Background: an optimization exercise with open tools, aiming at a short achievable clock period and few clock cycles. Do not read the settings as production practice.
The RTL was checked by simulation tests, not by an equivalence proof against the original design.
Power and IR drop assume default switching activity.

==> flow/run.sh <==
#!/bin/bash
# synth_recipe.tcl (not shown) runs the flow's synth.tcl, then flattens the netlist and writes it again
# the make line also repeats each setting of config.mk as NAME=value (left out here)
make -C /OpenROAD-flow-scripts/flow DESIGN_CONFIG=/design/flow/config.mk WORK_HOME=/design/flow/orfs CLKGATE_MAP_FILE= SYNTH_SCRIPT=/design/flow/synth_recipe.tcl finish
==> flow/config.mk <==
export PLATFORM = sky130hd
export DESIGN_NAME = processor
export DESIGN_NICKNAME = processor
export VERILOG_FILES = /design/flow/design.v
export SDC_FILE = /design/flow/constraint.sdc
export NUM_CORES = 4
export LEC_CHECK = 0
export CAP_MARGIN = 20
export CORE_MARGIN = 2
export CORE_UTILIZATION = 40
export SLEW_MARGIN = 20
==> flow/constraint.sdc <==
create_clock -name core_clock -period 10.0 [get_ports {clock}]
set_input_delay 2.0000 -clock core_clock [delete_from_list [all_inputs] [get_ports {clock}]]
set_output_delay 2.0000 -clock core_clock [all_outputs]
set_load 0.01 [all_outputs]
==> flow/design.v <==
package proc_pkg;
    localparam int word_width     = 32;
    localparam int reg_addr_width = 5;
    localparam int opcode_width   = 5;
    localparam int imm_width      = 17;
    localparam int target_width   = 27;
    localparam logic [opcode_width-1:0] op_rtype = 5'b00000;
    localparam logic [opcode_width-1:0] op_j     = 5'b00001;
    localparam logic [opcode_width-1:0] op_bne   = 5'b00010;
    localparam logic [opcode_width-1:0] op_jal   = 5'b00011;
    localparam logic [opcode_width-1:0] op_jr    = 5'b00100;
    localparam logic [opcode_width-1:0] op_addi  = 5'b00101;
    localparam logic [opcode_width-1:0] op_blt   = 5'b00110;
    localparam logic [opcode_width-1:0] op_sw    = 5'b00111;
    localparam logic [opcode_width-1:0] op_lw    = 5'b01000;
    localparam logic [opcode_width-1:0] op_setx  = 5'b10101;
    localparam logic [opcode_width-1:0] op_bex   = 5'b10110;
    localparam logic [4:0] alu_add = 5'b00000;
    localparam logic [4:0] alu_sub = 5'b00001;
    localparam logic [4:0] alu_and = 5'b00010;
    localparam logic [4:0] alu_or  = 5'b00011;
    localparam logic [4:0] alu_sll = 5'b00100;
    localparam logic [4:0] alu_sra = 5'b00101;
    localparam logic [reg_addr_width-1:0] reg_status = 5'd30;
    localparam logic [reg_addr_width-1:0] reg_link   = 5'd31;
    localparam logic [word_width-1:0] exc_add  = 32'd1;
    localparam logic [word_width-1:0] exc_addi = 32'd2;
    localparam logic [word_width-1:0] exc_sub  = 32'd3;
    localparam logic [1:0] fwd_none = 2'd0;
    localparam logic [1:0] fwd_mem  = 2'd1;
    localparam logic [1:0] fwd_wb   = 2'd2;
    typedef struct packed {
        logic [opcode_width-1:0]   opcode;
        logic [reg_addr_width-1:0] rd;
        logic [reg_addr_width-1:0] rs;
        logic [reg_addr_width-1:0] rt;
        logic [4:0]                shamt;
        logic [4:0]                alu_op;
        logic [1:0]                zero;
    } r_fields_t;
    typedef struct packed {
        logic [opcode_width-1:0]   opcode;
        logic [reg_addr_width-1:0] rd;
        logic [reg_addr_width-1:0] rs;
        logic [imm_width-1:0]      imm;
    } i_fields_t;
    typedef struct packed {
        logic [opcode_width-1:0] opcode;
        logic [target_width-1:0] target;
    } ji_fields_t;
    typedef union packed {
        r_fields_t  r;
        i_fields_t  i;
        ji_fields_t ji;
    } instr_t;
    function automatic logic uses_rs(input logic [opcode_width-1:0] op);
        uses_rs = (op == op_rtype || op == op_addi || op == op_sw || op == op_lw || op == op_bne || op == op_blt);
    endfunction
    function automatic logic uses_b(input logic [opcode_width-1:0] op);
        uses_b = (op == op_rtype || op == op_sw || op == op_bne || op == op_blt || op == op_jr || op == op_bex);
    endfunction
    function automatic logic [reg_addr_width-1:0] b_reg(input logic [opcode_width-1:0] op,
                                                         input logic [reg_addr_width-1:0] rt,
                                                         input logic [reg_addr_width-1:0] rd);
        b_reg = (op == op_rtype) ? rt :
                (op == op_bex)   ? reg_status : rd;
    endfunction
    function automatic logic writes_rd(input logic [opcode_width-1:0] op);
        writes_rd = (op == op_rtype || op == op_addi || op == op_lw || op == op_jal || op == op_setx);
    endfunction
endpackage
`timescale 1ns/1ps
import proc_pkg::*;
module alu (
    input  logic [word_width-1:0] a,
    input  logic [word_width-1:0] b,
    input  logic [4:0]            alu_op,
    input  logic [4:0]            shamt,
    output logic [word_width-1:0] result,
    output logic                  not_equal,
    output logic                  less_than,
    output logic                  overflow
);
    localparam int msb = word_width - 1;
    logic [word_width-1:0] sum;
    logic [word_width-1:0] diff;
    assign sum  = a + b;
    assign diff = a - b;
    always_comb begin
        case (alu_op)
            alu_add: result = sum;
            alu_sub: result = diff;
            alu_and: result = a & b;
            alu_or:  result = a | b;
            alu_sll: result = a << shamt;
            alu_sra: result = $signed(a) >>> shamt;
            default: result = '0;
        endcase
    end
    assign not_equal = a != b;
    assign less_than = $signed(a) < $signed(b);
    assign overflow = (alu_op == alu_sub) ?
                      (a[msb] != b[msb]) && (diff[msb] != a[msb]) :
                      (a[msb] == b[msb]) && (sum[msb] != a[msb]);
endmodule
`timescale 1ns/1ps
import proc_pkg::*;
module fetch_stage (
    input  logic                  clock,
    input  logic                  reset,
    input  logic                  stall,
    input  logic                  flush,
    input  logic [word_width-1:0] target_pc,
    input  proc_pkg::instr_t                q_imem,
    output logic [word_width-1:0] address_imem,
    output logic [word_width-1:0] fd_pc,
    output proc_pkg::instr_t                fd_ir
);
    logic [word_width-1:0] pc;
    logic [word_width-1:0] pc_plus_one;
    assign pc_plus_one  = pc + word_width'(1);
    assign address_imem = pc;
    always_ff @(posedge clock) begin
        if (reset) begin
            pc    <= '0;
            fd_pc <= '0;
            fd_ir <= '0;
        end else if (flush || !stall) begin
            pc    <= flush ? target_pc : pc_plus_one;
            fd_pc <= pc_plus_one;
            fd_ir <= flush ? '0 : q_imem;
        end
    end
endmodule
`timescale 1ns/1ps
import proc_pkg::*;
module reg_file (
    input  logic                      clock,
    input  logic                      reset,
    input  logic                      write_enable,
    input  logic [reg_addr_width-1:0] write_reg,
    input  logic [reg_addr_width-1:0] rs_addr,
    input  logic [reg_addr_width-1:0] rt_addr,
    input  logic [word_width-1:0]     write_data,
    output logic [word_width-1:0]     rs_data,
    output logic [word_width-1:0]     rt_data
);
    logic [word_width-1:0] regs [32];
    always_ff @(posedge clock) begin
        if (reset) begin
            for (int i = 0; i < 32; i++)
                regs[i] <= '0;
        end else if (write_enable && write_reg != '0) begin
            regs[write_reg] <= write_data;
        end
    end
    assign rs_data = (write_enable && write_reg == rs_addr && rs_addr != '0) ?
                     write_data : regs[rs_addr];
    assign rt_data = (write_enable && write_reg == rt_addr && rt_addr != '0) ?
                     write_data : regs[rt_addr];
endmodule
`timescale 1ns/1ps
import proc_pkg::*;
module decode_stage (
    input  logic                      clock,
    input  logic                      reset,
    input  logic                      flush,
    input  logic [word_width-1:0]     fd_pc,
    input  proc_pkg::instr_t                    fd_ir,
    input  logic [word_width-1:0]     rs_data,
    input  logic [word_width-1:0]     rt_data,
    output logic [reg_addr_width-1:0] rs_addr,
    output logic [reg_addr_width-1:0] rt_addr,
    output logic                      stall,
    output logic [word_width-1:0]     dx_pc,
    output logic [word_width-1:0]     dx_a,
    output logic [word_width-1:0]     dx_b,
    output proc_pkg::instr_t                    dx_ir
);
    logic dx_is_load;
    logic base_offset_zero;
    logic rs_hazard;
    logic b_hazard;
    assign rs_addr = fd_ir.r.rs;
    assign rt_addr = proc_pkg::b_reg(fd_ir.r.opcode, fd_ir.r.rt, fd_ir.r.rd);
    assign dx_is_load = dx_ir.r.opcode == op_lw && dx_ir.r.rd != '0;
    assign base_offset_zero = (fd_ir.r.opcode == op_sw || fd_ir.r.opcode == op_lw) && fd_ir.i.imm == '0;
    assign rs_hazard = proc_pkg::uses_rs(fd_ir.r.opcode) && !base_offset_zero && fd_ir.r.rs == dx_ir.r.rd;
    assign b_hazard = proc_pkg::uses_b(fd_ir.r.opcode) && fd_ir.r.opcode != op_sw && rt_addr == dx_ir.r.rd;
    assign stall = dx_is_load && (rs_hazard || b_hazard);
    always_ff @(posedge clock) begin
        if (reset || stall || flush) begin
            dx_pc <= '0;
            dx_a  <= '0;
            dx_b  <= '0;
            dx_ir <= '0;
        end else begin
            dx_pc <= fd_pc;
            dx_a  <= rs_data;
            dx_b  <= rt_data;
            dx_ir <= fd_ir;
        end
    end
endmodule
`timescale 1ns/1ps
import proc_pkg::*;
module forward_unit (
    input  proc_pkg::instr_t     dx_ir,
    input  proc_pkg::instr_t     xm_ir,
    input  proc_pkg::instr_t     mw_ir,
    output logic [1:0] sel_a,
    output logic [1:0] sel_b,
    output logic       sw_data_fwd,
    output logic       addr_fwd
);
    logic [reg_addr_width-1:0] m_rd;
    logic [reg_addr_width-1:0] w_rd;
    logic [reg_addr_width-1:0] b_src;
    logic                      m_writes;
    logic                      w_writes;
    assign m_rd  = xm_ir.r.rd;
    assign w_rd  = mw_ir.r.rd;
    assign b_src = proc_pkg::b_reg(dx_ir.r.opcode, dx_ir.r.rt, dx_ir.r.rd);
    assign m_writes = proc_pkg::writes_rd(xm_ir.r.opcode) && xm_ir.r.opcode != op_lw && m_rd != '0;
    assign w_writes = proc_pkg::writes_rd(mw_ir.r.opcode) && w_rd != '0;
    always_comb begin
        sel_a = fwd_none;
        if (proc_pkg::uses_rs(dx_ir.r.opcode) && m_writes && m_rd == dx_ir.r.rs)
            sel_a = fwd_mem;
        else if (proc_pkg::uses_rs(dx_ir.r.opcode) && w_writes && w_rd == dx_ir.r.rs)
            sel_a = fwd_wb;
        sel_b = fwd_none;
        if (proc_pkg::uses_b(dx_ir.r.opcode) && m_writes && m_rd == b_src)
            sel_b = fwd_mem;
        else if (proc_pkg::uses_b(dx_ir.r.opcode) && w_writes && w_rd == b_src)
            sel_b = fwd_wb;
    end
    assign sw_data_fwd = xm_ir.r.opcode == op_sw && w_writes && w_rd == m_rd;
    assign addr_fwd = (xm_ir.r.opcode == op_sw || xm_ir.r.opcode == op_lw) && xm_ir.i.imm == '0 &&
                      w_writes && w_rd == xm_ir.r.rs;
endmodule
`timescale 1ns/1ps
import proc_pkg::*;
module execute_stage (
    input  logic                  clock,
    input  logic                  reset,
    input  logic [word_width-1:0] dx_pc,
    input  logic [word_width-1:0] dx_a,
    input  logic [word_width-1:0] dx_b,
    input  logic [word_width-1:0] xm_o_fwd,
    input  logic [word_width-1:0] write_data,
    input  proc_pkg::instr_t                dx_ir,
    input  logic [1:0]            sel_a,
    input  logic [1:0]            sel_b,
    output logic                  branch_taken,
    output logic                  jump_taken,
    output logic [word_width-1:0] target_pc,
    output logic [word_width-1:0] xm_o,
    output logic [word_width-1:0] xm_b,
    output proc_pkg::instr_t                xm_ir
);
    logic [opcode_width-1:0] op;
    logic [word_width-1:0]   a_fwd, b_fwd;
    logic [word_width-1:0]   alu_a, alu_b, alu_result;
    logic [word_width-1:0]   imm_ext, jump_target, x_o;
    logic [4:0]              alu_op;
    logic                    not_equal, less_than, overflow;
    logic                    is_add, is_sub, is_addi, exc_taken;
    proc_pkg::instr_t                  x_ir;
    assign op = dx_ir.r.opcode;
    assign a_fwd = (sel_a == fwd_mem) ? xm_o_fwd : (sel_a == fwd_wb) ? write_data : dx_a;
    assign b_fwd = (sel_b == fwd_mem) ? xm_o_fwd : (sel_b == fwd_wb) ? write_data : dx_b;
    assign imm_ext     = {{(word_width - imm_width){dx_ir.i.imm[imm_width-1]}}, dx_ir.i.imm};
    assign jump_target = word_width'(dx_ir.ji.target);
    assign alu_a  = (op == op_bex) ? '0 : a_fwd;
    assign alu_b  = (op == op_rtype || op == op_bne || op == op_blt || op == op_bex) ? b_fwd : imm_ext;
    assign alu_op = (op == op_rtype) ? dx_ir.r.alu_op : alu_add;
    alu u_alu (
        .a         (alu_a),
        .b         (alu_b),
        .alu_op    (alu_op),
        .shamt     (dx_ir.r.shamt),
        .result    (alu_result),
        .not_equal (not_equal),
        .less_than (less_than),
        .overflow  (overflow)
    );
    assign branch_taken = (op == op_bne && not_equal) ||
                          (op == op_blt && !less_than && not_equal);
    assign jump_taken   = (op == op_j || op == op_jal || op == op_jr) || (op == op_bex && not_equal);
    assign target_pc = branch_taken ? dx_pc + imm_ext :
                       (op == op_jr) ? b_fwd : jump_target;
    assign is_add    = op == op_rtype && dx_ir.r.alu_op == alu_add;
    assign is_sub    = op == op_rtype && dx_ir.r.alu_op == alu_sub;
    assign is_addi   = op == op_addi;
    assign exc_taken = (is_add || is_sub || is_addi) && overflow;
    always_comb begin
        x_ir = dx_ir;
        x_o  = alu_result;
        if (exc_taken) begin
            x_ir.r.rd = reg_status;
            x_o       = is_addi ? exc_addi : (is_sub ? exc_sub : exc_add);
        end else if (op == op_jal) begin
            x_ir.r.rd = reg_link;
            x_o       = dx_pc;
        end else if (op == op_setx) begin
            x_ir.r.rd = reg_status;
            x_o       = jump_target;
        end
    end
    always_ff @(posedge clock) begin
        if (reset) begin
            xm_ir <= '0;
            xm_o  <= '0;
            xm_b  <= '0;
        end else begin
            xm_ir <= x_ir;
            xm_o  <= x_o;
            xm_b  <= b_fwd;
        end
    end
endmodule
`timescale 1ns/1ps
import proc_pkg::*;
module mem_wb_stage (
    input  logic                      clock,
    input  logic                      reset,
    input  proc_pkg::instr_t                    xm_ir,
    input  logic [word_width-1:0]     xm_o,
    input  logic [word_width-1:0]     xm_b,
    input  logic [word_width-1:0]     q_dmem,
    input  logic                      sw_data_fwd,
    input  logic                      addr_fwd,
    output logic [word_width-1:0]     address_dmem,
    output logic [word_width-1:0]     data,
    output logic                      wren,
    output proc_pkg::instr_t                    mw_ir,
    output logic                      write_enable,
    output logic [reg_addr_width-1:0] write_reg,
    output logic [word_width-1:0]     write_data
);
    logic [word_width-1:0] mw_o;
    logic [word_width-1:0] mw_d;
    assign address_dmem = addr_fwd ? write_data : xm_o;
    assign data         = sw_data_fwd ? write_data : xm_b;
    assign wren         = xm_ir.r.opcode == op_sw;
    always_ff @(posedge clock) begin
        if (reset) begin
            mw_ir <= '0;
            mw_o  <= '0;
            mw_d  <= '0;
        end else begin
            mw_ir <= xm_ir;
            mw_o  <= xm_o;
            mw_d  <= q_dmem;
        end
    end
    assign write_reg    = mw_ir.r.rd;
    assign write_enable = proc_pkg::writes_rd(mw_ir.r.opcode) && mw_ir.r.rd != '0;
    assign write_data   = (mw_ir.r.opcode == op_lw) ? mw_d : mw_o;
endmodule
`timescale 1ns/1ps
import proc_pkg::*;
module processor (
    input  logic                  clock,
    input  logic                  reset,
    output logic [word_width-1:0] address_imem,
    input  logic [word_width-1:0] q_imem,
    output logic [word_width-1:0] address_dmem,
    output logic [word_width-1:0] data,
    output logic                  wren,
    input  logic [word_width-1:0] q_dmem
);
    logic [word_width-1:0]     fd_pc, dx_pc, dx_a, dx_b, target_pc;
    logic [word_width-1:0]     xm_o, xm_b, rs_data, rt_data, write_data;
    logic [reg_addr_width-1:0] rs_addr, rt_addr, write_reg;
    logic [1:0]                sel_a, sel_b;
    logic                      stall, flush, branch_taken, jump_taken;
    logic                      sw_data_fwd, addr_fwd, write_enable;
    proc_pkg::instr_t                    fd_ir, dx_ir, xm_ir, mw_ir;
    assign flush = branch_taken | jump_taken;
    fetch_stage u_fetch (
        .clock, .reset, .stall, .flush, .target_pc,
        .q_imem, .address_imem, .fd_pc, .fd_ir
    );
    decode_stage u_decode (
        .clock, .reset, .flush, .fd_pc, .fd_ir, .rs_data, .rt_data,
        .rs_addr, .rt_addr, .stall, .dx_pc, .dx_a, .dx_b, .dx_ir
    );
    reg_file u_reg_file (
        .clock, .reset, .write_enable, .write_reg, .rs_addr, .rt_addr,
        .write_data, .rs_data, .rt_data
    );
    execute_stage u_execute (
        .clock, .reset, .dx_pc, .dx_a, .dx_b,
        .xm_o_fwd (xm_o),
        .write_data, .dx_ir, .sel_a, .sel_b, .branch_taken, .jump_taken,
        .target_pc, .xm_o, .xm_b, .xm_ir
    );
    forward_unit u_forward (
        .dx_ir, .xm_ir, .mw_ir, .sel_a, .sel_b, .sw_data_fwd, .addr_fwd
    );
    mem_wb_stage u_mem_wb (
        .clock, .reset, .xm_ir, .xm_o, .xm_b, .q_dmem, .sw_data_fwd, .addr_fwd,
        .address_dmem, .data, .wren, .mw_ir, .write_enable, .write_reg, .write_data
    );
endmodule
==> key figures <==
Global route
  – First-pass GRT wire length: roughly 510 mm
  – Vias in the first global route: 67300
  – Initial antenna violation count: 17
  – Largest net degree at the start of global routing: 152
  – Gr ovfl total: 0
  – Total track usage: 34.3%

Synthesis
  – Synth cell types: 102
  – Post-synth top area share: a little under two fifths
  – Synth area leaders: edfxtp_1, dfxtp_1, mux4_2
  – Synth area leader: edfxtp_1
  – Post-Syn Area: 81100 um^2
  – Mapped Cells: around 8400
  – Post-synth EDFFs: roughly 1000
  – Sequential-to-total area share from yosys stat: 47.7%
  – Async SR Flop Fraction: 0%
  – Synth Warn #: 7
  – Main synth FF type: edfxtp_1
  – Syn Area/Cell: 9.68 um^2
  – Seq cells post-synth: 1418

Setup path
  – Register-to-register setup slack: 1.29 ns
  – Worst EP arrival: about 9.5 ns
  – Reg2Reg Depth: 24
  – Crit Reg-Reg Endpoint: u_decode.dx_ir[29]$_SDFF_PP0_
  – Startpoint type of the worst setup path: register
  – Kind of critical path: reg -> reg
  – CP Max Fanout: just under 70
  – Critical path data required time: 10.75 ns
  – CP startpoint: u_decode.dx_ir[30]$_SDFF_PP0_
  – Crit Reg-Reg Startpoint: u_decode.dx_ir[30]$_SDFF_PP0_
  – Element type at the critical path end: register
  – Setup crit end: u_decode.dx_ir[29]$_SDFF_PP0_

STA
  – Final min period: slightly below 9 ns
  – Setup-failing EPs final: 0
  – Setup slack after layout: 1.29 ns
  – Tcrit/Tclk final: 87.1%
  – Highest Clock Rate: 115 MHz
  – Fin Clk Skew: 0.0753 ns
  – Slew Viols, Final: 0
  – Slew headroom: between 7 and 8%
  – Number of hold violations in the final report: 0
  – Worst Tran Pin Value: between 1 and 1.5 ns
  – RSZ-0062 raised after global routing: no
  – Setup_tns: 0 ns

Drt
  – Vias: slightly above 70000
  – 1st-pass router iterations: 9
  – Avg WL per Cell: 33.0 um
  – Antenna-violating nets left: 0
  – Routed wire length: between 300 and 400 mm
  – DRC: 0
  – Via-to-Cell Ratio: 6.48
  – Initial drt markers: 11200

Floorplan
  – Core area: between 200000 and 250000 um^2
  – Die height: around 450 um
  – Row count: roughly 170
  – Ports: 163
  – Die Wd: 454 um
  – Starting Density: 40.2%
  – Die area: between 200000 and 250000 um^2

Placed design
  – HPWL Detailed: 235 mm
  – Placed insts: approximately 11000
  – GP Congestion: 1.01
  – I/O Buffers: roughly 160
  – DP Worst Slack: 1.63 ns

Clock network
  – Post-cts sizing count: 0
  – H-tree depth reported by CTS: 4
  – Hold-fix buffers, CTS: 0
  – CTS Buffer Depth: 3
  – Clk root buf: clkbuf_16
  – Clock Sinks: 1418
  – CTS tree: done
  – Post-CTS setup buffer count: 0
  – TritonCTS buffer count: between 150 and 200
  – Clock transition at the registers of the reported paths: 0.06 ns
  – Clock latency (worst-skew pair): 0.87 ns

Finish
  – Register area: 38700 um^2
  – Share of layout cells above drive strength 1: around 13%
  – Cell Count, Final, Fillers Out: 11000
  – Most flop-heavy register: u_reg_file.regs
  – Final nets: 8402
  – Fill cells: 19000
  – Layout Utilization: around 45%
  – Multi-input logic area: slightly below 40000 um^2
  – Layout area overhead: 12.4%
  – Number of flip-flops in the largest register: 1024

Pwr
  – PD cells: 229 nW/um^2
  – Maximum VDD drop: 0.187 mV
  – Lkg Pwr: 31.9 nW

Worst hold path
  – Hold WC Path Type: reg -> reg
  – Hold Path Depth: 1

Outcome
  – Outcome: finished clean

Flow run
  – MaxCap Viol Count: 0
how the worst min path moves through the flow:
stage	start	end
final	u_fetch.fd_pc[16]$_SDFFE_PP0P_	u_decode.dx_pc[16]$_SDFF_PP0_
after global routing	u_fetch.fd_pc[19]$_SDFFE_PP0P_	u_decode.dx_pc[19]$_SDFF_PP0_
after CTS	u_fetch.fd_pc[11]$_SDFFE_PP0P_	u_decode.dx_pc[11]$_SDFF_PP0_
after detailed placement	u_fetch.fd_pc[11]$_SDFFE_PP0P_	u_decode.dx_pc[11]$_SDFF_PP0_
after global placement	u_fetch.fd_pc[14]$_SDFFE_PP0P_	u_decode.dx_pc[14]$_SDFF_PP0_
after floorplan	u_fetch.fd_pc[0]$_SDFFE_PP0P_	u_decode.dx_pc[0]$_SDFF_PP0_
through the flow:
step                area, um^2  hold slack [ns]  total power, mW
finish                   91100            0.446             20.8
global route             91100            0.468             21.4
CTS                      91100            0.450             20.6
detailed placement       85900            0.439             14.7
global placement         85900            0.436             14.7
floorplan                81200            0.424             11.4
synth_stat cells (22+ instances only):
library cell / count
a22oi_1: 22
o21bai_1: 27
a221oi_1: 38
o21ai_0: 254
xnor2_1: 73
a31oi_1: 97
o21a_1: 40
a21oi_1: 299
mux2i_1: 133
and2_1: 85
nor2_1: 1396
nor4_1: 36
nand4_1: 28
buf_1: 78
nand2_1: 1429
o22ai_1: 37
nand3_1: 331
mux2_2: 65
o221ai_1: 37
buf_2: 34
mux4_2: 340
a211oi_1: 173
xor2_1: 37
ha_1: 132
clkbuf_1: 652
and3_1: 157
o211ai_1: 55
edfxtp_1: 1024
dfxtp_1: 394
nor2b_1: 102
a311oi_1: 203
inv_1: 139
a21o_1: 46
nor3_1: 77
worst max-delay path: stages, from the launching register on:
cell and delay [ns]:
dfxtp_1 0.43, nor2_1 0.79, nand2_1 0.69, o221ai_1 0.40, nand4_1 0.14, nor4_2 0.23, buf_4 0.41, buf_4 0.42
o21ai_0 0.16, buf_4 0.18, nor2_1 0.09, nor2_1 0.06, ha_1 0.53, or4_1 0.68, or4b_1 0.57, o41ai_2 0.54
o32a_1 0.25, or2_1 0.11, buf_4 0.25, and4_1 0.24, a211o_1 0.13, nand2_2 0.25, nor2_4 0.16, buf_4 0.52
and2_1 0.22
routing by layer:
layer | routed length (um) | share of wire [%] | up-vias | global-route usage [%]
met5 | 55 | 0.015 | - | 0
met4 | 26500 | 7.3 | 10 | 21.7
met3 | 44900 | 12 | 1059 | 8.85
met2 | 156000 | 43 | 5069 | 50.8
met1 | 135000 | 37 | 35200 | 44.8
li1 | - | - | 30000 | -
cells in the final DEF (no fill, tap or decap), types with 34 or more instances in the layout:
| cell type | Yosys | routed |
|---|---|---|
| a211oi_1 | 173 | 173 |
| a21o_1 | 46 | 46 |
| a21oi_1 | 299 | 299 |
| a221oi_1 | 38 | 38 |
| a311oi_1 | 203 | 203 |
| a31oi_1 | 97 | 97 |
| and2_1 | 85 | 85 |
| and3_1 | 157 | 156 |
| buf_4 | 2 | 228 |
| clkbuf_1 | 652 | 37 |
| clkbuf_16 | 0 | 164 |
| clkdlybuf4s50_1 | 0 | 161 |
| clkinv_2 | 0 | 34 |
| dfxtp_1 | 394 | 385 |
| edfxtp_1 | 1024 | 1024 |
| ha_1 | 132 | 132 |
| inv_1 | 139 | 139 |
| mux2_2 | 65 | 65 |
| mux2i_1 | 133 | 101 |
| mux4_2 | 340 | 340 |
| nand2_1 | 1429 | 1364 |
| nand2_2 | 1 | 63 |
| nand3_1 | 331 | 328 |
| nor2_1 | 1396 | 1395 |
| nor2b_1 | 102 | 102 |
| nor3_1 | 77 | 75 |
| o211ai_1 | 55 | 55 |
| o21a_1 | 40 | 40 |
| o21ai_0 | 254 | 248 |
| o221ai_1 | 37 | 37 |
| xnor2_1 | 73 | 73 |
| xor2_1 | 37 | 37 |
cell type report:
cell class / instances / share of cell area [%]
multi-input combinational: 6071 / 43.6
inverter: 146 / 0.601
clock buffer: 218 / 4.89
clock inverter: 79 / 0.846
timing repair buffer: 402 / 3.93
sequential: 1418 / 42.4
tap: 2672 / 3.67
antenna: 6 / 0.0165
kinds of logic (layout without fill, tap and decap cells):
kind of cell	after synthesis	after routing	share of synthesized area, %
AOI/OAI and AO/OA	1531	1531	13.1
xor gates and xnor gates	110	110	1.19
adders and majority gates	136	136	2.12
buffers and inverters	919	845	4.40
DFF	1418	1418	47.7
muxes	541	541	12.1
other	1	38	0.00462
and+or+nand+nor	3721	3721	19.4
power breakdown:
part           total, mW  switching, mW  internal (mW)
clock               5.93           2.66           3.27
combinational       7.68           5.31           2.37
sequential          7.23          0.532           6.70
total               20.8           8.50           12.3
Testbench counts, summed over its fixed seeds: cycles 49,367.

[static timing again, ports no longer ideal]
How much do the figures lean on ideal ports? The routed layout below was timed once more, with nothing changed but the port constraints. Step 1, drivers: a clkbuf_16 drives clock and a buf_2 each remaining input, both assumed. Step 2, shift: input delay + t, output delay - t, t = (earliest + latest rising clock arrival at the registers) / 2. This alone moves slack from input paths to output paths. a / b / c = ideal / step 1 / step 2; a / b = the first two.
t (ns): 0.922
setup slack, ns: 1.290 / 1.290 / 1.290
worst hold slack (ns): 0.446 / 0.446 / 0.446
slew at the worst register clock pin (ns): 0.07 / 0.07
pins driven straight from the clock port: 1
After both steps this run still meets setup and hold. For this run, drivers alone change the setup slack by 0.000 ns; drivers and shift together by 0.000 ns.
